From an optimization exercise on the open Yosys and OpenROAD flow, aimed at small area, a short achievable clock period and few clock cycles per item; shortcuts taken in it are not production practice.
Function was checked by simulation only, so behaviour that the tests miss may differ from the original.
In every run shown here, the design's own scripts or RTL, not TritonCTS, make the clock network.
The clock port is modelled as an ideal driver, which makes a skipped or thinned clock tree look cheaper than it is; a real chip needs a root buffer or a tree.
Power figures rest on the tool's default switching activity, not on a simulated workload.

$ cat config.mk
export PLATFORM = sky130hd
export DESIGN_NAME = hilbert_curve_converter
export DESIGN_NICKNAME = hilbert_curve_converter
export VERILOG_FILES = /design/flow/design.v
export SDC_FILE = /design/flow/constraint.sdc
export NUM_CORES = 4
export LEC_CHECK = 0
export ABC_AREA = 1
export CAP_MARGIN = 20
export CORE_AREA = 2.3 2.72 112.7 112.88
export DIE_AREA = 0 0 115 115.2
export GPL_TIMING_DRIVEN = 1
export SETUP_SLACK_MARGIN = 2.6
export SLEW_MARGIN = 20
export TNS_END_PERCENT = 5
$ cat constraint.sdc
create_clock -name core_clock -period 5.0 [get_ports {clock}]
set_input_delay 1.0000 -clock core_clock [delete_from_list [all_inputs] [get_ports {clock}]]
set_output_delay 1.0000 -clock core_clock [all_outputs]
set_load 0.01 [all_outputs]
$ cat design.v
package hcc_pkg;
   localparam int MAX_ORDER = 16;
   localparam int COORD_W   = MAX_ORDER;
   localparam int INDEX_W   = 2 * MAX_ORDER;
   localparam int ORDER_W   = 5;
   localparam logic ACT_TO_INDEX  = 1'b0;
   localparam logic ACT_TO_COORDS = 1'b1;
   localparam int MAP_W = 4;
endpackage
module hcc_cell (
   input  logic [hcc_pkg::MAP_W-1:0] hi_map,
   input  logic [hcc_pkg::MAP_W-1:0] lo_map,
   output logic [hcc_pkg::MAP_W-1:0] out_map
);
   logic [1:0] hr, hk, lr, lk;
   assign {hr, hk} = hi_map;
   assign {lr, lk} = lo_map;
   assign out_map[2] = (lr[0] & hr[0]) ^ (lr[1] & hr[1]);
   assign out_map[3] = (lr[0] & hr[1]) ^ (lr[1] & (hr[0] ^ hr[1]));
   assign out_map[0] = (lr[0] & hk[0]) ^ (lr[1] & hk[1]) ^ lk[0];
   assign out_map[1] = (lr[0] & hk[1]) ^ (lr[1] & (hk[0] ^ hk[1])) ^ lk[1];
endmodule
module hcc_apply (
   input  logic [1:0]                state_in,
   input  logic [hcc_pkg::MAP_W-1:0] lo_map,
   output logic [1:0]                state_out
);
   logic [1:0] lr, lk;
   assign {lr, lk} = lo_map;
   assign state_out[0] = (lr[0] & state_in[0]) ^ (lr[1] & state_in[1]) ^ lk[0];
   assign state_out[1] = (lr[0] & state_in[1]) ^ (lr[1] & (state_in[0] ^ state_in[1])) ^ lk[1];
endmodule
module hilbert_curve_converter (
   input  logic                        clock,
   input  logic                        reset,
   input  logic                        req_valid,
   output logic                        req_stall,
   input  logic [64:0]                 req_word,
   output logic                        rsp_valid,
   input  logic                        rsp_stall,
   output logic [63:0]                 rsp_word,
   input  logic                        csr_write_enable,
   input  logic [4:0]                  csr_write_data
);
   localparam int N  = hcc_pkg::MAX_ORDER;
   localparam int NP = N / 2;
   localparam int MW = hcc_pkg::MAP_W;
   localparam int NL = 5;                       
   logic [hcc_pkg::ORDER_W-1:0] order_ff;       
   logic [N-1:0]                lvl_mask;       
   logic                        take;           
   logic                        s1_take;        
   logic [N-1:0]                a_in, e_in;
   logic                        s1_valid_ff;
   logic                        s1_action_ff;   
   logic                        s1_action_n_ff;
   logic                        s1_act;         
   logic                        s1_act_b;
   logic [N-1:0]                s1_a_ff, s1_e_ff;
   logic [1:0]                  z7_in;          
   logic [1:0]                  s1_z7_ff;
   logic [NP-1:0][MW-1:0]       pmap;           
   logic [NP-1:0][MW-1:0]       pre_in;         
   logic [NP-1:0][MW-1:0]       pre_out;        
   logic [NP-2:0][1:0]          pz_in;          
   logic [N-1:0]                ah_in;          
   logic                        rsp_valid_ff;
   logic                        rsp_act_x_ff;   
   logic                        rsp_act_y_ff;
   logic                        rsp_ix_hi_ff;   
   logic                        rsp_ix_lo_ff;
   logic [N-1:0]                rsp_a_ff, rsp_e_ff;
   logic [NL-1:0][1:0]          rsp_pz_ff;
   logic [2*NL-1:0]             st_u, st_c;     
   logic [2*NL-1:0]             st1_u, st1_c;   
   function automatic logic [1:0] lvl_step(input logic act, input logic a, input logic e,
                                           input logic [1:0] z);
      logic u, c;
      u = z[1];
      c = z[0];
      if (act == hcc_pkg::ACT_TO_INDEX) begin
         if (!e) u = u ^ c;
         else    c = c ^ u;
      end
      lvl_step = {u ^ (!a & !e), c ^ (a & e)};
   endfunction
   always_ff @(posedge clock) begin
      if (reset) begin
         order_ff <= hcc_pkg::ORDER_W'(N);
      end else if (csr_write_enable) begin
         order_ff <= (csr_write_data[4] && csr_write_data[3:0] != 4'd0) ? hcc_pkg::ORDER_W'(N) : csr_write_data;
      end
   end
   always_comb begin
      lvl_mask = '0;
      for (int s = 0; s < N; s++) begin
         if (order_ff[4] || order_ff[3:0] > 4'(s)) lvl_mask[s] = 1'b1;
      end
   end
   for (genvar s = 0; s < N; s++) begin : g_in
      assign a_in[s] = req_word[64] ? req_word[2*s+1] : req_word[48+s];
      assign e_in[s] = req_word[64] ? req_word[2*s] : req_word[48+s] ^ req_word[32+s];
   end
   always_comb begin
      logic ah, eh, al, el, act;
      logic [1:0] z;
      act = req_word[64];
      ah  = a_in[N-1] & lvl_mask[N-1];
      eh  = e_in[N-1] & lvl_mask[N-1];
      al  = a_in[N-2] & lvl_mask[N-2];
      el  = e_in[N-2] & lvl_mask[N-2];
      z   = lvl_step(act, al, el, lvl_step(act, ah, eh, {order_ff[0], 1'b0}));
      z7_in = {z[0], z[1]};
   end
   assign take      = !rsp_valid_ff || !rsp_stall;
   assign s1_take   = !s1_valid_ff || take;
   assign req_stall = !s1_take;
   always_ff @(posedge clock) begin
      if (reset) begin
         s1_valid_ff <= 1'b0;
      end else if (s1_take) begin
         s1_valid_ff <= req_valid;
      end
   end
   always_ff @(posedge clock) begin
      if (reset) begin
         rsp_valid_ff <= 1'b0;
      end else if (take) begin
         rsp_valid_ff <= s1_valid_ff;
      end
   end
   always_ff @(posedge clock) begin
      if (s1_take) begin
         s1_action_ff   <= req_word[64];
         s1_action_n_ff <= !req_word[64];
         s1_a_ff      <= a_in & lvl_mask;
         s1_e_ff      <= e_in & lvl_mask;
         s1_z7_ff     <= z7_in;
      end
   end
   assign s1_act   = s1_action_ff;
   assign s1_act_b = !s1_action_n_ff;
   for (genvar j = 0; j < NP; j++) begin : g_pair
      logic ah, eh, al, el;
      logic [1:0] r, k;
      assign ah = s1_a_ff[2*j+1];
      assign eh = s1_e_ff[2*j+1];
      assign al = s1_a_ff[2*j];
      assign el = s1_e_ff[2*j];
      logic act;
      assign act = (j < NP/2) ? s1_act : s1_act_b;
      assign r = (act == hcc_pkg::ACT_TO_INDEX) ? {eh ^ el, !(eh && !el)} : 2'b01;
      assign k = lvl_step(act, al, el, lvl_step(act, ah, eh, 2'b00));
      assign pmap[j] = {r, k[0], k[1]};
   end
   for (genvar i = 0; i < NP; i++) begin : g_pre0
      if (i == 0) begin : g_top
         assign pre_in[i] = {2'b00, s1_z7_ff};
      end else begin : g_rest
         assign pre_in[i] = pmap[NP-1-i];
      end
   end
   logic [MW-1:0] p0_0;
   logic [MW-1:0] p1_0;
   logic [MW-1:0] p2_0;
   logic [MW-1:0] p3_0;
   logic [MW-1:0] p4_0;
   logic [MW-1:0] p5_0;
   logic [MW-1:0] p6_0;
   logic [MW-1:0] p7_0;
   logic [MW-1:0] p1_1;
   logic [MW-1:0] p3_1;
   logic [MW-1:0] p5_1;
   logic [MW-1:0] p7_1;
   logic [MW-1:0] p2_1;
   logic [MW-1:0] p3_2;
   logic [MW-1:0] p6_1;
   logic [MW-1:0] p7_2;
   logic [MW-1:0] p4_1;
   logic [MW-1:0] p5_2;
   logic [MW-1:0] p6_2;
   logic [MW-1:0] p7_3;
   assign p0_0 = pre_in[0];
   assign p1_0 = pre_in[1];
   assign p2_0 = pre_in[2];
   assign p3_0 = pre_in[3];
   assign p4_0 = pre_in[4];
   assign p5_0 = pre_in[5];
   assign p6_0 = pre_in[6];
   assign p7_0 = pre_in[7];
   assign p1_1[3:2] = 2'b00;
   hcc_apply u_n1_1 (.state_in(p0_0[1:0]), .lo_map(p1_0), .state_out(p1_1[1:0]));
   hcc_cell u_n3_1 (.hi_map(p2_0), .lo_map(p3_0), .out_map(p3_1));
   hcc_cell u_n5_1 (.hi_map(p4_0), .lo_map(p5_0), .out_map(p5_1));
   hcc_cell u_n7_1 (.hi_map(p6_0), .lo_map(p7_0), .out_map(p7_1));
   assign p2_1[3:2] = 2'b00;
   hcc_apply u_n2_1 (.state_in(p1_1[1:0]), .lo_map(p2_0), .state_out(p2_1[1:0]));
   assign p3_2[3:2] = 2'b00;
   hcc_apply u_n3_2 (.state_in(p1_1[1:0]), .lo_map(p3_1), .state_out(p3_2[1:0]));
   hcc_cell u_n6_1 (.hi_map(p5_1), .lo_map(p6_0), .out_map(p6_1));
   hcc_cell u_n7_2 (.hi_map(p5_1), .lo_map(p7_1), .out_map(p7_2));
   assign p4_1[3:2] = 2'b00;
   hcc_apply u_n4_1 (.state_in(p3_2[1:0]), .lo_map(p4_0), .state_out(p4_1[1:0]));
   assign p5_2[3:2] = 2'b00;
   hcc_apply u_n5_2 (.state_in(p3_2[1:0]), .lo_map(p5_1), .state_out(p5_2[1:0]));
   assign p6_2[3:2] = 2'b00;
   hcc_apply u_n6_2 (.state_in(p3_2[1:0]), .lo_map(p6_1), .state_out(p6_2[1:0]));
   assign p7_3[3:2] = 2'b00;
   hcc_apply u_n7_3 (.state_in(p3_2[1:0]), .lo_map(p7_2), .state_out(p7_3[1:0]));
   assign pre_out[0] = p0_0;
   assign pre_out[1] = p1_1;
   assign pre_out[2] = p2_1;
   assign pre_out[3] = p3_2;
   assign pre_out[4] = p4_1;
   assign pre_out[5] = p5_2;
   assign pre_out[6] = p6_2;
   assign pre_out[7] = p7_3;
   for (genvar j = 0; j < NP-1; j++) begin : g_pz
      assign pz_in[j] = {pre_out[NP-2-j][0], pre_out[NP-2-j][1]};
   end
   for (genvar j = 0; j < NP; j++) begin : g_upper
      if (j < NL) begin : g_lower
         assign ah_in[2*j+1] = s1_a_ff[2*j+1];
         assign ah_in[2*j]   = s1_a_ff[2*j];
      end else begin : g_upper
         logic [1:0] zs, zl;
         if (j == NP-1) begin : g_top
            assign zs = {order_ff[0], 1'b0};
         end else begin : g_rest
            assign zs = pz_in[j];
         end
         assign zl = lvl_step(s1_act_b, s1_a_ff[2*j+1], s1_e_ff[2*j+1], zs);
         assign ah_in[2*j+1] = s1_a_ff[2*j+1] ^ (s1_e_ff[2*j+1] ? zs[1] : zs[0]);
         assign ah_in[2*j]   = s1_a_ff[2*j] ^ (s1_e_ff[2*j] ? zl[1] : zl[0]);
      end
   end
   always_ff @(posedge clock) begin
      if (take) begin
         rsp_act_x_ff  <= s1_action_ff;
         rsp_act_y_ff  <= !s1_action_n_ff;
         rsp_ix_hi_ff  <= !s1_action_ff;
         rsp_ix_lo_ff  <= s1_action_n_ff;
         rsp_a_ff      <= ah_in;
         rsp_e_ff      <= s1_e_ff;
         rsp_pz_ff     <= pz_in[NL-1:0];
      end
   end
   for (genvar j = 0; j < NL; j++) begin : g_state
      logic [1:0] zs;
      assign zs = rsp_pz_ff[j];
      assign {st_u[2*j+1], st_c[2*j+1]} = zs;
      assign {st_u[2*j], st_c[2*j]} =
         lvl_step(hcc_pkg::ACT_TO_INDEX, rsp_a_ff[2*j+1], rsp_e_ff[2*j+1], zs);
      assign {st1_u[2*j+1], st1_c[2*j+1]} = zs;
      assign {st1_u[2*j], st1_c[2*j]} =
         lvl_step(hcc_pkg::ACT_TO_COORDS, rsp_a_ff[2*j+1], rsp_e_ff[2*j+1], zs);
   end
   for (genvar s = 0; s < N; s++) begin : g_rsp
      logic e, hi0, hi1;
      assign e = rsp_e_ff[s];
      if (s < 2*NL) begin : g_lower
         assign hi0 = rsp_a_ff[s] ^ (e ? st_u[s] : st_c[s]);
         assign hi1 = rsp_a_ff[s] ^ (e ? st1_u[s] : st1_c[s]);
      end else begin : g_upper
         assign hi0 = rsp_a_ff[s];
         assign hi1 = rsp_a_ff[s];
      end
      assign rsp_word[32+2*s+1] = hi0 & rsp_ix_hi_ff;
      assign rsp_word[32+2*s]   = e & rsp_ix_lo_ff;
      assign rsp_word[16+s]     = hi1 & (rsp_act_x_ff == hcc_pkg::ACT_TO_COORDS);
      assign rsp_word[s]        = (hi1 ^ e) & (rsp_act_y_ff == hcc_pkg::ACT_TO_COORDS);
   end
   assign rsp_valid = rsp_valid_ff;
endmodule
$ cat flow/run.sh
#!/bin/bash
# The standard layout, with three changes:
#  - after the standard synthesis, its combinational logic is mapped again by
#    ABC (flow/remap.tcl, script below); every register instance is kept as
#    the standard synthesis made it, with its name and cell;
#  - the ports are buffered by the smallest buffer instead of the delay buffer
#    buffer_ports picks by default; every port still gets its own buffer;
#  - the clock tree is one level of four clkbuf_16 (flow/one_level_cts.tcl)
#    instead of TritonCTS's two-level H-tree.
# Each tool's output goes to a log file of its own in this folder.
set -euo pipefail
work=$(pwd)
results=$work/orfs/results/sky130hd/hilbert_curve_converter/base
export BUFFER_PORTS_ARGS="-buffer_cell sky130_fd_sc_hd__buf_1"
export PRE_CTS_TCL="$work/flow/one_level_cts.tcl"

# standard synthesis
bash standard.sh "$results/1_2_yosys.v" > standard_synth.log 2>&1

# re-map the combinational logic
cp "$results/1_2_yosys.v" "$work/standard_netlist.v"
YOSYS=$(command -v yosys || echo "$FLOW_HOME/../tools/install/yosys/bin/yosys")
REMAP_IN=$work/standard_netlist.v REMAP_OUT=$work/remapped_netlist.v \
REMAP_TOP=${FLOW_TOP:-hilbert_curve_converter} REMAP_STAT=$work/remap_stat.txt \
REMAP_LIB=$FLOW_HOME/platforms/sky130hd/lib/sky130_fd_sc_hd__tt_025C_1v80.lib \
REMAP_SCRIPT="strash; &get -n; &dch -f; &nf -R 1000; &put" \
  "$YOSYS" -c "$work/flow/remap.tcl" > remap.log 2>&1
cp "$work/remapped_netlist.v" "$results/1_2_yosys.v"
touch "$results/1_2_yosys.v"

# the rest of the standard layout on the re-mapped netlist
bash standard.sh finish > standard_layout.log 2>&1
$ cat flow/one_level_cts.tcl
# PRE_CTS hook: build a one-level clock tree in place of TritonCTS's H-tree.
# The clock port drives four clkbuf_16, each of which drives the register
# clock pins of one quarter of the placed registers (split by y, then by x),
# placed at the middle of its quarter. All registers see the same one buffer
# stage, so the tree adds no skew on purpose; it only has less insertion delay.
proc one_level_clock {nb} {
  set block [ord::get_db_block]
  set clk_net [[$block findBTerm clock] getNet]
  set master [[ord::get_db] findMaster sky130_fd_sc_hd__clkbuf_16]
  set pts {}
  foreach it [$clk_net getITerms] {
    set loc [[$it getInst] getLocation]
    lappend pts [list [lindex $loc 0] [lindex $loc 1] $it]
  }
  set pts [lsort -integer -index 1 $pts]
  set n [llength $pts]
  set halves [list [lrange $pts 0 [expr {$n / 2 - 1}]] [lrange $pts [expr {$n / 2}] end]]
  set groups {}
  foreach h $halves {
    set h [lsort -integer -index 0 $h]
    set m [llength $h]
    set k [expr {$nb / 2}]
    for {set g 0} {$g < $k} {incr g} {
      lappend groups [lrange $h [expr {$g * $m / $k}] [expr {($g + 1) * $m / $k - 1}]]
    }
  }
  for {set g 0} {$g < [llength $groups]} {incr g} {
    set grp [lindex $groups $g]
    set sx 0
    set sy 0
    foreach p $grp {
      incr sx [lindex $p 0]
      incr sy [lindex $p 1]
    }
    set cx [expr {$sx / [llength $grp]}]
    set cy [expr {$sy / [llength $grp]}]
    set buf [odb::dbInst_create $block $master "clkbuf_leaf_$g"]
    $buf setLocation $cx $cy
    $buf setPlacementStatus PLACED
    set net [odb::dbNet_create $block "clknet_leaf_$g"]
    $net setSigType CLOCK
    foreach p $grp {
      set it [lindex $p 2]
      $it disconnect
      $it connect $net
    }
    [$buf findITerm X] connect $net
    [$buf findITerm A] connect $clk_net
  }
  puts "one-level clock tree: [llength $groups] clkbuf_16 for $n clock pins"
}

one_level_clock 4
set_propagated_clock [all_clocks]
# the tree is built; TritonCTS is not run on top of it
proc clock_tree_synthesis {args} {
  puts "clock_tree_synthesis skipped: one-level clock tree built in the PRE_CTS hook"
}
$ cat flow/remap.tcl
# Re-map the combinational logic of the standard synthesis netlist for area,
# keeping every register instance (and so its name and cell) as it is.
# Reads $::env(REMAP_IN), writes $::env(REMAP_OUT).
set lib $::env(REMAP_LIB)
yosys read_liberty -ignore_miss_func $lib
# registers and tie cells stay as they are
yosys blackbox {sky130_fd_sc_hd__*df*} {sky130_fd_sc_hd__conb_*}
yosys read_verilog $::env(REMAP_IN)
yosys hierarchy -top $::env(REMAP_TOP)
yosys flatten
yosys opt_clean -purge
yosys abc -liberty $lib -dont_use sky130_fd_sc_hd__probe_p_8 -dont_use sky130_fd_sc_hd__probec_p_8 -dont_use {sky130_fd_sc_hd__lpflow_*} -script "+$::env(REMAP_SCRIPT)"
yosys opt_clean -purge
yosys hilomap -singleton -hicell sky130_fd_sc_hd__conb_1 HI -locell sky130_fd_sc_hd__conb_1 LO
yosys splitnets
yosys opt_clean -purge
yosys write_verilog -noattr -nohex -nodec $::env(REMAP_OUT)
# check the result against the cells as the layout reads them
yosys design -reset
yosys read_liberty -lib $lib
yosys read_verilog $::env(REMAP_OUT)
yosys hierarchy -check -top $::env(REMAP_TOP)
yosys check -assert
yosys tee -o $::env(REMAP_STAT) stat -liberty $lib
$ cat standard.sh
#!/bin/bash
# synth_recipe.tcl (not shown) runs the flow's synth.tcl, then flattens the netlist and writes it again
# the make line also repeats each setting of config.mk as NAME=value (left out here)
make -C /OpenROAD-flow-scripts/flow DESIGN_CONFIG=/design/flow/config.mk WORK_HOME=/design/flow/orfs CLKGATE_MAP_FILE= SYNTH_SCRIPT=/design/flow/synth_recipe.tcl "${@:-finish}"
==> run notes, run 1 <==
- Status: finished clean
- Pin count of the biggest net entering global routing: 47
- Row count: 40
- Area after DPL: 6500 sq um
- Fin crit share: 0.579
- Detailed-route via count: 4,878
- Remaining antenna violation count: 0
- Area Growth Syn to Fin: 21.2%
- Total Power: 0.00329 W
- FILL cells: 1,066
- Tot GR Track Use: 0.205
- Slew @ Worst Pin: 0.780 ns
- Max_slew headroom: 0.480
- Startpoint Class: flip-flop
- Share of layout cells above drive strength 1: 0.0803
- Detailed Routing Iterations Pass 1: 4
- Remaining DRCs: 0
- Tmin final: 2.89 ns
- Core Box Area: 12,000 sq um
- # IOs: 141
- Achievable Freq: 346 MHz
- Power per Cell Area: 476 nW/um^2
- I/O Buffers: 140
- Initial DRC Count: 222
- Syn nets: 686
- Hold crit path type: reg2reg
- Commonest non-fill, non-tap cell in the layout: buf_1
- GR Overflow Total: 0
- Design area: 6920 sq um
- Min Hold Slack: 0.428 ns
- Crit. End Element: flip-flop
- Initial antenna violation count: 0
- Slew Viols, Final: 0
- # nets final: 862
- Final RePlAce weighted congestion: 0.905
- HPWL after DPL: 10.1 mm
- Critical path class: reg2reg
- Most frequent cells in the layout: buf_1, edfxtp_1, nor2_1, xnor2_1, a21oi_1
- Synth warn: 1
- Maxcap violations: 0
- Syn Std Cell Area: 5710 sq um
- Worst EP required: 4.91 ns
- Final setup fails: 0
- Vias per inst: 5.23
- Die area: 13,200 sq um
- Clock Latency Late Sink: 0.16 ns
- Leakage: 2.54 nW
- Crit path arrival time: 2.80 ns
- Unrepaired setup endpoints after global routing: true
- Layout Skew: 0.00940 ns
- Worst VDD drop: 0.251 mV
- Register clock-pin slew on the reported worst setup and hold paths: 0.09 ns
- Die height: 115 microns
- N_diodes: 0
- WL/cell: 15.1 microns
- WL final: 14.0 mm
- Final Util: 0.576
- Vias in the first global route: 4,538
- Final Hold Vio Count: 0
- TNS Setup: 0 ns
- Syn Area/Cell: 9.35 sq um
- First-pass GRT wire length: 22.0 mm
- CP Max Fanout: 5
- Initial Util: 0.476
- Post-Synthesis Cells: 611
- Die width: 115 microns
[cell type report]
| class | instances | area [sq um] | area share |
|---|---|---|---|
| Tap cell | 147 | 184 | 0.0266 |
| Multi-Input combinational cell | 507 | 3210 | 0.464 |
| Buffer | 4 | 100 | 0.0145 |
| Timing Repair Buffer | 170 | 762 | 0.110 |
| Sequential cell | 89 | 2600 | 0.376 |
| Inverter | 15 | 60.1 | 0.00868 |
[routing by layer]
metal,share of wire,GRT usage,vias up
li1,-,-,2468
met1,0.46,0.292,2229
met2,0.47,0.359,164
met3,0.053,0.00791,17
met4,0.017,0.0321,0
met5,0,0,-
[state kept, by name (all words and copies together) (netlist names), 2 cells and up]
name       flops
rsp_a_ff      16
rsp_pz_ff     10
s1_z7_ff       2
s1_a_ff       16
s1_e_ff       16
order_ff       5
rsp_e_ff      16
[per-stage QoR]
step | cells | worst slack [ns]
after floorplan | 611 | 2.12
after global placement | 900 | 1.70
after detailed placement | 900 | 1.55
after CTS | 929 | 2.15
after global routing | 932 | 1.93
final | 932 | 2.11
[power by group]
group	internal, W	total (W)	switching, W
Combinational	0.000872	0.00179	0.000917
Clock	0.000147	0.000332	0.000185
Sequential	0.00103	0.00117	0.000146
[critical path, stage by stage, from the launching register on]
cell,delay (ns)
edfxtp_1,0.46
buf_6,0.16
nand3b_1,0.15
nand2_1,0.12
xnor2_2,0.17
xnor2_2,0.27
xor2_1,0.23
nor2b_1,0.07
mux2i_1,0.23
xnor2_2,0.21
xnor2_2,0.17
a21oi_1,0.09
a31oi_1,0.23
xnor2_1,0.10
[final timing paths]
path	start	end	slack, ns	cells past startpoint
setup / recovery	s1_action_n_ff	rsp_pz_ff[0]	2.11	13
hold / removal	s1_e_ff[1]	rsp_e_ff[1]	0.43	0
setup reg to reg	s1_action_n_ff	rsp_pz_ff[0]	2.11	13
hold reg to reg	s1_e_ff[1]	rsp_e_ff[1]	0.43	0
[timing repair]
item | 4_1_cts | 5_1_grt
endpoints found under the setup margin | 68 | 78
pin swaps | 14 | 12
setup buffers | 25 | 3
gates resized for setup | 17 | 12
hold buffers | 0 | 0
hold endpoints to repair | 0 | 0
Testbench counts, summed over its fixed seeds: cycles 2,568, items 2,560.
==> run 2: changes to the inputs <==
--- a/config.mk
+++ b/config.mk
@@ -9,7 +9,7 @@
 export CAP_MARGIN = 20
 export CORE_AREA = 2.3 2.72 112.7 112.88
 export DIE_AREA = 0 0 115 115.2
-export GPL_TIMING_DRIVEN = 1
+export PLACE_DENSITY = 0.75
 export SETUP_SLACK_MARGIN = 2.6
 export SLEW_MARGIN = 20
 export TNS_END_PERCENT = 5
==> run notes, run 2 <==
- Unrepaired setup endpoints after global routing: true (unchanged)
- Row count: 40 (unchanged)
- # IOs: 141 (unchanged)
- Initial antenna violation count: 0 (unchanged)
- CP Max Fanout: 4 (was 5)
- Crit path arrival time: 2.92 ns (was 2.80 ns)
- Slew Viols, Final: 0 (unchanged)
- Critical path class: reg2reg (unchanged)
- Initial Util: 0.476 (unchanged)
- Crit. End Element: flip-flop (unchanged)
- Total Power: 0.00336 W (was 0.00329 W)
- Detailed Routing Iterations Pass 1: 5 (was 4)
- WL final: 14.5 mm (was 14.0 mm)
- # nets final: 872 (was 862)
- I/O Buffers: 140 (unchanged)
- Die height: 115 microns (unchanged)
- Synth warn: 1 (unchanged)
- Fin crit share: 0.604 (was 0.579)
- Tot GR Track Use: 0.202 (was 0.205)
- Final setup fails: 0 (unchanged)
- Worst VDD drop: 0.321 mV (was 0.251 mV)
- Startpoint Class: flip-flop (unchanged)
- Initial DRC Count: 275 (was 222)
- Place WS: 1.65 ns (was 1.55 ns)
- First-pass GRT wire length: 21.7 mm (was 22.0 mm)
- Final RePlAce weighted congestion: 0.856 (was 0.905)
- Remaining DRCs: 0 (unchanged)
- Crit path cell chain: inv_4, nor2_4, nand3_1, o21ai_2, xnor2_1, xnor2_2, buf_4, nand2_1, xnor2_2, xnor2_2, clkinv_2, xnor2_2, a21oi_1, a31oi_1, xnor2_1 (was buf_6, nand3b_1, nand2_1, xnor2_2, xnor2_2, xor2_1, nor2b_1, mux2i_1, xnor2_2, xnor2_2, a21oi_1, a31oi_1, xnor2_1)
- Maxcap violations: 0 (unchanged)
- Most common cell on crit path: xnor2_2 (unchanged)
- Register clock-pin slew on the reported worst setup and hold paths: 0.09 ns (about the same)
- Critical path's slowest cell: edfxtp_1 (unchanged)
- Leakage: 2.64 nW (was 2.54 nW)
- Power per Cell Area: 474 nW/um^2 (was 476 nW/um^2)
- Commonest non-fill, non-tap cell in the layout: buf_1 (unchanged)
- Max_slew headroom: 0.532 (was 0.480)
- Remaining antenna violation count: 0 (unchanged)
- Share of layout cells above drive strength 1: 0.113 (was 0.0803)
- Post-Synthesis Cells: 611 (unchanged)
- Hold crit path type: reg2reg (unchanged)
- Worst EP required: 4.90 ns (was 4.91 ns)
- CP delay by family, top: XOR/XNOR gates (unchanged)
- WL/cell: 15.4 microns (was 15.1 microns)
- Clock Latency Late Sink: 0.15 ns (was 0.16 ns)
- Vias in the first global route: 4,517 (was 4,538)
- Vias per inst: 5.26 (was 5.23)
- Area Growth Syn to Fin: 24.0% (was 21.2%)
- Syn Std Cell Area: 5710 sq um (unchanged)
- Worst path max stage delay: 0.51 ns (was 0.46 ns)
- GR Overflow Total: 0 (unchanged)
- Setup ws final: 1.98 ns (was 2.11 ns)
- Tmin final: 3.02 ns (was 2.89 ns)
- N_diodes: 0 (unchanged)
- Crit path buf inv count: 3 (was 1)
- Syn nets: 686 (unchanged)
- Syn Area/Cell: 9.35 sq um (unchanged)
- Achievable Freq: 331 MHz (was 346 MHz)
- Slew @ Worst Pin: 0.694 ns (was 0.780 ns)
- Detailed-route via count: 4,955 (was 4,878)
- Die width: 115 microns (unchanged)
- TNS Setup: 0 ns (unchanged)
- Most frequent cells in the layout: buf_1, edfxtp_1, nor2_1, xnor2_1, a21oi_1 (unchanged)
- Final Hold Vio Count: 0 (unchanged)
- Layout Skew: 0.00678 ns (was 0.00940 ns)
- Status: finished clean (unchanged)
- Die area: 13,200 sq um (unchanged)
- HPWL after DPL: 10.1 mm (about the same)
- Core Box Area: 12,000 sq um (unchanged)
- Pin count of the biggest net entering global routing: 47 (unchanged)
==> run 2: per-layer routing <==
metal	part of all wire	global-route usage	up-vias	wire length [microns]
li1	-	-	2475	-
met2	0.49	0.352	192	7040
met5	0	0	-	0
met3	0.055	0.0185	24	792
met1	0.44	0.279	2264	6400
met4	0.018	0.0369	0	263
==> run 2: worst paths after layout <==
kind / startpoint / slack (ns) / cells after the start / endpoint
worst min register to register: s1_a_ff[3] / 0.47 / 0 / rsp_a_ff[3]
worst max register to register: s1_action_n_ff / 1.98 / 15 / rsp_pz_ff[0]
worst max-delay path: s1_action_n_ff / 1.98 / 15 / rsp_pz_ff[0]
worst min-delay path: s1_a_ff[3] / 0.47 / 0 / rsp_a_ff[3]
==> run 2: report_power, final <==
part	switching [W]	leakage (nW)	internal, W	total [W]
logic	0.000978	1.64	0.000889	0.00187
clock network	0.000173	0.0493	0.000146	0.000319
registers	0.000148	0.946	0.00103	0.00118
==> run 2: worst reg2reg max path: stages, from the launching register on <==
cell and delay [ns]:
edfxtp_1 0.51, inv_4 0.12, nor2_4 0.05, nand3_1 0.10, o21ai_2 0.07, xnor2_1 0.34
xnor2_2 0.19, buf_4 0.15, nand2_1 0.09, xnor2_2 0.24, xnor2_2 0.16, clkinv_2 0.11
xnor2_2 0.22, a21oi_1 0.10, a31oi_1 0.20, xnor2_1 0.12
==> run 2: final cells by class <==
cell class,instances,area (sq um)
well taps,147,184
multi-input cells,507,3310
inverters,15,60.1
fillers,1031,4920
repair buffers,180,835
plain buffers,4,100
flip-flops and latches,89,2600
==> run 2: what timing repair did <==
action / 4_1_cts / 5_1_grt
pin swaps: 11 / 27
gates resized for setup: 8 / 40
setup buffers: 24 / 13
hold buffers: 0 / 0
setup endpoints to repair: 51 / 64
==> run 2: through the flow <==
stage | hold WS [ns] | util | instance area (sq um) | instances
2_1_floorplan | 0.400 | - | 5770 | 611
3_3_place_gp | 0.469 | 0.542 | 6500 | 901
3_5_place_dp | 0.456 | 0.542 | 6500 | 901
4_1_cts | 0.477 | 0.568 | 6820 | 929
5_1_grt | 0.482 | 0.590 | 7090 | 942
6_report | 0.474 | 0.590 | 7090 | 942
==> run 3: changes to the inputs <==
--- a/design.v
+++ b/design.v
@@ -45,7 +45,7 @@
    localparam int N  = hcc_pkg::MAX_ORDER;
    localparam int NP = N / 2;
    localparam int MW = hcc_pkg::MAP_W;
-   localparam int NL = 5;                       
+   localparam int NL = 4;                       
    logic [hcc_pkg::ORDER_W-1:0] order_ff;       
    logic [N-1:0]                lvl_mask;       
    logic                        take;           
--- a/config.mk
+++ b/config.mk
@@ -9,7 +9,6 @@
 export CAP_MARGIN = 20
 export CORE_AREA = 2.3 2.72 112.7 112.88
 export DIE_AREA = 0 0 115 115.2
-export PLACE_DENSITY = 0.75
 export SETUP_SLACK_MARGIN = 2.6
 export SLEW_MARGIN = 20
 export TNS_END_PERCENT = 5
==> run notes, run 3 <==
- Status: finished clean (unchanged)
- Initial antenna violation count: 0 (unchanged)
- Core Box Area: 12,000 sq um (unchanged)
- Tmin final: 3.04 ns (was 3.02 ns)
- Worst Reg2Reg Path Length in Cells: 15 (unchanged)
- Die height: 115 microns (unchanged)
- Syn nets: 677 (was 686)
- Max_slew headroom: 0.485 (was 0.532)
- Maxcap violations: 0 (unchanged)
- Hold crit path type: reg2reg (unchanged)
- Die area: 13,200 sq um (unchanged)
- FILL cells: 1,114 (was 1,031)
- First-pass GRT wire length: 22.0 mm (was 21.7 mm)
- Setup crit end: rsp_a_ff[8] (was rsp_pz_ff[0])
- Crit. End Element: flip-flop (unchanged)
- Post-Synthesis Cells: 602 (was 611)
- Remaining DRCs: 0 (unchanged)
- Pin count of the biggest net entering global routing: 45 (was 47)
- Critical path class: reg2reg (unchanged)
- # hold bufs at CTS: 0 (unchanged)
- Most common cell on crit path: xnor2_2 (unchanged)
- Worst Setup SP: s1_e_ff[12] (was s1_action_n_ff)
- Worst EP required: 4.91 ns (was 4.90 ns)
- Startpoint Class: flip-flop (unchanged)
- R2R Path End: rsp_a_ff[8] (was rsp_pz_ff[0])
- Total Power: 0.00327 W (was 0.00336 W)
- Crit path cell chain: nor2_4, nand2_1, o21ai_2, o21ai_1, a21oi_1, xor2_1, xnor2_2, buf_4, nand3_1, xnor2_2, xnor2_2, nand3b_1, a21oi_2, o22ai_2, xnor2_1 (was inv_4, nor2_4, nand3_1, o21ai_2, xnor2_1, xnor2_2, buf_4, nand2_1, xnor2_2, xnor2_2, clkinv_2, xnor2_2, a21oi_1, a31oi_1, xnor2_1)
- Commonest non-fill, non-tap cell in the layout: buf_1 (unchanged)
- Unrepaired setup endpoints after global routing: true (unchanged)
- I/O Buffers: 140 (unchanged)
- Power per Cell Area: 481 nW/um^2 (was 474 nW/um^2)
- Fin crit share: 0.608 (was 0.604)
- Initial DRC Count: 224 (was 275)
- HPWL after DPL: 10.2 mm (was 10.1 mm)
- Final RePlAce weighted congestion: 0.858 (was 0.856)
- GR Overflow Total: 0 (unchanged)
- Vias per inst: 5.34 (was 5.26)
- N_diodes: 0 (unchanged)
- # IOs: 141 (unchanged)
- Detailed Routing Iterations Pass 1: 6 (was 5)
- Clock Latency Late Sink: 0.15 ns (about the same)
- Achievable Freq: 329 MHz (was 331 MHz)
- Synth warn: 1 (unchanged)
- Syn Area/Cell: 9.32 sq um (was 9.35 sq um)
- Initial Util: 0.467 (was 0.476)
- Slew @ Worst Pin: 0.773 ns (was 0.694 ns)
- WL/cell: 15.7 microns (was 15.4 microns)
- Seq. cell area: 2540 sq um (was 2600 sq um)
- Syn Std Cell Area: 5610 sq um (was 5710 sq um)
- Area Growth Syn to Fin: 21.1% (was 24.0%)
- Multi-input gate area: 3160 sq um (was 3310 sq um)
- Remaining antenna violation count: 0 (unchanged)
- Tot GR Track Use: 0.207 (was 0.202)
- Slew Viols, Final: 0 (unchanged)
- TNS Setup: 0 ns (unchanged)
- Register clock-pin slew on the reported worst setup and hold paths: 0.09 ns (about the same)
- Row count: 40 (unchanged)
- Vias in the first global route: 4,480 (was 4,517)
- Most frequent cells in the layout: buf_1, edfxtp_1, nand2_1, nor2_1, xnor2_1 (was buf_1, edfxtp_1, nor2_1, xnor2_1, a21oi_1)
- CP Max Fanout: 4 (unchanged)
- Worst VDD drop: 0.203 mV (was 0.321 mV)
- Final setup fails: 0 (unchanged)
- Die width: 115 microns (unchanged)
- Detailed-route via count: 4,905 (was 4,955)
- Worst reg-to-reg setup slack: 1.96 ns (was 1.98 ns)
- Final Hold Vio Count: 0 (unchanged)
- Leakage: 2.49 nW (was 2.64 nW)
- Share of layout cells above drive strength 1: 0.0777 (was 0.113)
- Crit path arrival time: 2.95 ns (was 2.92 ns)
- Worst reg2reg startpoint: s1_e_ff[12] (was s1_action_n_ff)
- Worst path max stage delay: 0.50 ns (was 0.51 ns)
- WL final: 14.4 mm (was 14.5 mm)
- Worst Hold Path Cells: 0 (unchanged)
- Critical path's slowest cell: edfxtp_1 (unchanged)
- Layout Skew: 0.00573 ns (was 0.00678 ns)
- # nets final: 849 (was 872)
## run 3: stage by stage
step / std cells / worst slack [ns] / area [sq um] / hold slack, ns / util
2_1_floorplan: 602 / 1.73 / 5650 / 0.400 / -
3_3_place_gp: 891 / 1.35 / 6380 / 0.402 / 0.531
3_5_place_dp: 891 / 1.17 / 6380 / 0.407 / 0.531
4_1_cts: 914 / 1.90 / 6710 / 0.429 / 0.559
5_1_grt: 919 / 1.75 / 6790 / 0.439 / 0.566
6_report: 919 / 1.96 / 6790 / 0.426 / 0.566
## run 3: layout make-up
class	count	share of cell area
buffer	4	0.0147
multi-input combinational	495	0.465
inverter	20	0.0118
tap	147	0.0271
timing repair buffer	166	0.107
sequential	87	0.374
## run 3: worst min path at each step
stage / startpoint / to / slack [ns]
floorplan: s1_a_ff[0] / rsp_a_ff[0] / 0.40
global placement: s1_a_ff[0] / rsp_a_ff[0] / 0.40
detailed placement: s1_a_ff[1] / rsp_a_ff[1] / 0.41
CTS: s1_a_ff[1] / rsp_a_ff[1] / 0.43
global route: s1_a_ff[0] / rsp_a_ff[0] / 0.44
finish: s1_a_ff[1] / rsp_a_ff[1] / 0.43
## run 3: repair_timing
| item | CTS | global route |
|---|---|---|
| setup endpoints to repair | 54 | 67 |
| buffers inserted | 19 | 5 |
| resized for setup | 16 | 8 |
| pin swaps | 14 | 5 |
| endpoints found under the hold margin | 0 | 0 |
## run 3: metal layers
metal / wire [microns] / vias to the layer above / global-route usage / part of all wire
met3: 852 / 21 / 0.0158 / 0.059
met5: 0 / - / 0 / 0
met2: 6720 / 190 / 0.349 / 0.47
met4: 405 / 0 / 0.0514 / 0.028
met1: 6430 / 2269 / 0.290 / 0.45
li1: - / 2425 / - / -
## run 3: worst max-delay path: cells and delay by family (launching register included)
| family | cells | cell delay, ns |
|---|---|---|
| DFF | 1 | 0.50 |
| and+or+nand+nor | 4 | 0.49 |
| buffers and inverters | 1 | 0.19 |
| AOI/OAI and AO/OA | 5 | 0.63 |
| xor gates and xnor gates | 5 | 1.01 |
## run 3: report_power, final
part	switching, W	leakage (nW)	internal [W]
clock	0.000179	0.0493	0.000146
combinational	0.000943	1.52	0.000857
sequential	0.000146	0.921	0.00100
total	0.00127	2.49	0.00200
Testbench counts of run 3, summed over its fixed seeds: cycles 2,568, items 2,560.
==> run 4: changes to the inputs <==
--- a/design.v
+++ b/design.v
@@ -45,7 +45,7 @@
    localparam int N  = hcc_pkg::MAX_ORDER;
    localparam int NP = N / 2;
    localparam int MW = hcc_pkg::MAP_W;
-   localparam int NL = 4;                       
+   localparam int NL = 5;                       
    logic [hcc_pkg::ORDER_W-1:0] order_ff;       
    logic [N-1:0]                lvl_mask;       
    logic                        take;           
@@ -66,9 +66,7 @@
    logic [N-1:0]                ah_in;          
    logic                        rsp_valid_ff;
    logic                        rsp_act_x_ff;   
-   logic                        rsp_act_y_ff;
    logic                        rsp_ix_hi_ff;   
-   logic                        rsp_ix_lo_ff;
    logic [N-1:0]                rsp_a_ff, rsp_e_ff;
    logic [NL-1:0][1:0]          rsp_pz_ff;
    logic [2*NL-1:0]             st_u, st_c;     
@@ -237,9 +235,7 @@
    always_ff @(posedge clock) begin
       if (take) begin
          rsp_act_x_ff  <= s1_action_ff;
-         rsp_act_y_ff  <= !s1_action_n_ff;
          rsp_ix_hi_ff  <= !s1_action_ff;
-         rsp_ix_lo_ff  <= s1_action_n_ff;
          rsp_a_ff      <= ah_in;
          rsp_e_ff      <= s1_e_ff;
          rsp_pz_ff     <= pz_in[NL-1:0];
@@ -266,9 +262,9 @@
          assign hi1 = rsp_a_ff[s];
       end
       assign rsp_word[32+2*s+1] = hi0 & rsp_ix_hi_ff;
-      assign rsp_word[32+2*s]   = e & rsp_ix_lo_ff;
+      assign rsp_word[32+2*s]   = e & rsp_ix_hi_ff;
       assign rsp_word[16+s]     = hi1 & (rsp_act_x_ff == hcc_pkg::ACT_TO_COORDS);
-      assign rsp_word[s]        = (hi1 ^ e) & (rsp_act_y_ff == hcc_pkg::ACT_TO_COORDS);
+      assign rsp_word[s]        = (hi1 ^ e) & (rsp_act_x_ff == hcc_pkg::ACT_TO_COORDS);
    end
    assign rsp_valid = rsp_valid_ff;
 endmodule
==> run notes, run 4 <==
- Crit path arrival time: 3.09 ns (was 2.95 ns)
- Post-layout instance count excluding filler cells: 925 (was 919)
- Detailed-route via count: 4,876 (was 4,905)
- Vias per inst: 5.27 (was 5.34)
- Row count: 40 (unchanged)
- GR Overflow Total: 0 (unchanged)
- Clock Latency Late Sink: 0.15 ns (about the same)
- Slew @ Worst Pin: 0.978 ns (was 0.773 ns)
- FILL cells: 1,072 (was 1,114)
- Power per Cell Area: 462 nW/um^2 (was 481 nW/um^2)
- Initial antenna violation count: 0 (unchanged)
- Hold endpoint: rsp_e_ff[0] (was rsp_a_ff[1])
- Detailed Routing Iterations Pass 1: 4 (was 6)
- Max_slew headroom: 0.348 (was 0.485)
- Commonest non-fill, non-tap cell in the layout: buf_1 (unchanged)
- Die area: 13,200 sq um (unchanged)
- Final setup fails: 0 (unchanged)
- Crit. End Element: flip-flop (unchanged)
- Initial DRC Count: 224 (unchanged)
- Initial Util: 0.469 (was 0.467)
- Remaining DRCs: 0 (unchanged)
- R2R Path End: rsp_pz_ff[0] (was rsp_a_ff[8])
- Critical path's slowest cell: edfxtp_1 (unchanged)
- Share of layout cells above drive strength 1: 0.0823 (was 0.0777)
- Syn Std Cell Area: 5630 sq um (was 5610 sq um)
- # nets final: 855 (was 849)
- Slew Viols, Final: 0 (unchanged)
- Tot GR Track Use: 0.190 (was 0.207)
- # hold bufs at CTS: 0 (unchanged)
- HPWL after DPL: 9.50 mm (was 10.2 mm)
- Hold crit path type: reg2reg (unchanged)
- WL/cell: 14.5 microns (was 15.7 microns)
- Fin crit share: 0.638 (was 0.608)
- Die width: 115 microns (unchanged)
- Worst reg2reg startpoint: s1_e_ff[12] (unchanged)
- Final Hold Vio Count: 0 (unchanged)
- TNS Setup: 0 ns (unchanged)
- Critical path class: reg2reg (unchanged)
- Tmin final: 3.19 ns (was 3.04 ns)
- Worst VDD drop: 0.197 mV (was 0.203 mV)
- WL final: 13.4 mm (was 14.4 mm)
- Post-Synthesis Cells: 603 (was 602)
- Register clock-pin slew on the reported worst setup and hold paths: 0.08 ns (was 0.09 ns)
- Pin count of the biggest net entering global routing: 45 (unchanged)
- Seq. cell area: 2540 sq um (unchanged)
- Worst Reg2Reg Path Length in Cells: 15 (unchanged)
- Maxcap violations: 0 (unchanged)
- CP Max Fanout: 4 (unchanged)
- Synth warn: 1 (unchanged)
- Worst Hold Path Cells: 0 (unchanged)
- CP delay by family, top: compound AO/OA/AOI/OAI gates (was XOR/XNOR gates)
- Most frequent cells in the layout: buf_1, edfxtp_1, nor2_1, nand2_1, xnor2_1 (was buf_1, edfxtp_1, nand2_1, nor2_1, xnor2_1)
- Startpoint Class: flip-flop (unchanged)
- Worst reg-to-reg setup slack: 1.81 ns (was 1.96 ns)
- Die height: 115 microns (unchanged)
- Crit path cell chain: nor2b_4, nand2_2, o21ai_2, o21ai_1, a21oi_1, xor2_1, xor2_2, buf_4, buf_4, o41ai_4, xnor2_2, buf_4, o211ai_1, nand2_1, xnor2_1 (was nor2_4, nand2_1, o21ai_2, o21ai_1, a21oi_1, xor2_1, xnor2_2, buf_4, nand3_1, xnor2_2, xnor2_2, nand3b_1, a21oi_2, o22ai_2, xnor2_1)
- Multi-input gate area: 3200 sq um (was 3160 sq um)
- Achievable Freq: 314 MHz (was 329 MHz)
- Most common cell on crit path: buf_4 (was xnor2_2)
- Layout Skew: 0.00801 ns (was 0.00573 ns)
- Vias in the first global route: 4,503 (was 4,480)
- Syn Area/Cell: 9.34 sq um (was 9.32 sq um)
- I/O Buffers: 140 (unchanged)
- # IOs: 141 (unchanged)
- Leakage: 2.54 nW (was 2.49 nW)
- Area Growth Syn to Fin: 23.6% (was 21.1%)
- N_diodes: 0 (unchanged)
- Worst EP required: 4.90 ns (was 4.91 ns)
- Worst path max stage delay: 0.48 ns (was 0.50 ns)
- Status: finished clean (unchanged)
- Core Box Area: 12,000 sq um (unchanged)
- Crit path buf inv count: 3 (was 1)
- Unrepaired setup endpoints after global routing: true (unchanged)
- Remaining antenna violation count: 0 (unchanged)
- Hold Path Origin: s1_e_ff[0] (was s1_a_ff[1])
- Syn nets: 678 (was 677)
- Cells after DPL: 893 (was 891)
- First-pass GRT wire length: 20.8 mm (was 22.0 mm)
- Min Hold Slack: 0.423 ns (was 0.426 ns)
- Final RePlAce weighted congestion: 0.900 (was 0.858)
-- run 4: repair_timing --
item,CTS,global route
pin swaps,11,12
setup endpoints to repair,79,68
setup buffers,18,7
cloned,0,2
resized for setup,10,33
-- run 4: metal layers --
metal	GRT usage	part of all wire	routed length, microns
met1	0.268	0.45	6090
met2	0.331	0.49	6590
met3	0.0121	0.051	684
met4	0.0305	0.0066	89
met5	0	0	0
-- run 4: where the power goes --
part / switching [W] / total, W / leakage (nW) / internal (W)
sequential: 0.000143 / 0.00115 / 0.923 / 0.00100
combinational: 0.000909 / 0.00175 / 1.56 / 0.000840
clock: 0.000171 / 0.000317 / 0.0493 / 0.000146
-- run 4: final cells by class --
class                      instances  area share
sequential                        87       0.365
multi-input combinational        499       0.461
timing repair buffer             171       0.123
tap                              147      0.0264
inverter                          17      0.0104
buffer                             4      0.0144
-- run 4: worst max path at each step --
stage,to,startpoint,depth (start not counted),slack (ns)
final,rsp_pz_ff[0],s1_e_ff[12],15,1.81
after CTS,rsp_pz_ff[0],s1_e_ff[12],16,1.93
after detailed placement,rsp_pz_ff[0],s1_action_n_ff,15,1.27
after global placement,rsp_pz_ff[0],s1_action_n_ff,16,1.54
after global routing,rsp_pz_ff[2],s1_e_ff[12],16,1.67
after floorplan,rsp_pz_ff[0],s1_action_n_ff,16,1.80
-- run 4: through the flow --
step / util / cell area (sq um) / setup WS, ns / power, W
floorplan: - / 5680 / 1.80 / 0.00230
detailed placement: 0.534 / 6410 / 1.27 / 0.00265
global placement: 0.534 / 6410 / 1.54 / 0.00258
finish: 0.579 / 6960 / 1.81 / 0.00321
global route: 0.579 / 6960 / 1.67 / 0.00345
CTS: 0.558 / 6700 / 1.93 / 0.00315
Testbench counts of run 4, summed over its fixed seeds: cycles 2,568, items 2,560.

-- what the ideal ports hide --
Ports are ideal in the flow. The routed layouts listed here were re-timed in OpenROAD. Step 1 assumes that a clkbuf_16 drives the clock port and a buf_2 every other input. Step 2 moves the port delays by t, midway between the first and last clock arrival at a register: inputs arrive t later, outputs are due t later. That takes back most of the time a late clock gives input paths. Slacks: ideal / step 1 / step 2; pairs: ideal / step 1.
| run | shift t [ns] | slack for setup (ns) | worst register clock-pin slew, ns | cell pins on the clock port's net |
|---|---|---|---|---|
| run 1 | 0.238 | 2.106 / 2.099 / 1.978 | 0.09 / 0.09 | 4 |
| run 2 | 0.234 | 1.978 / 1.978 / 1.978 | 0.09 / 0.09 | 4 |
| run 3 | 0.233 | 1.958 / 1.958 / 1.856 | 0.09 / 0.09 | 4 |
| run 4 | 0.231 | 1.811 / 1.811 / 1.811 | 0.09 / 0.09 | 4 |
After both steps every run listed still meets setup and hold. For run 1, which loses most, drivers alone change the setup slack by -0.007 ns; drivers and shift together by -0.128 ns.
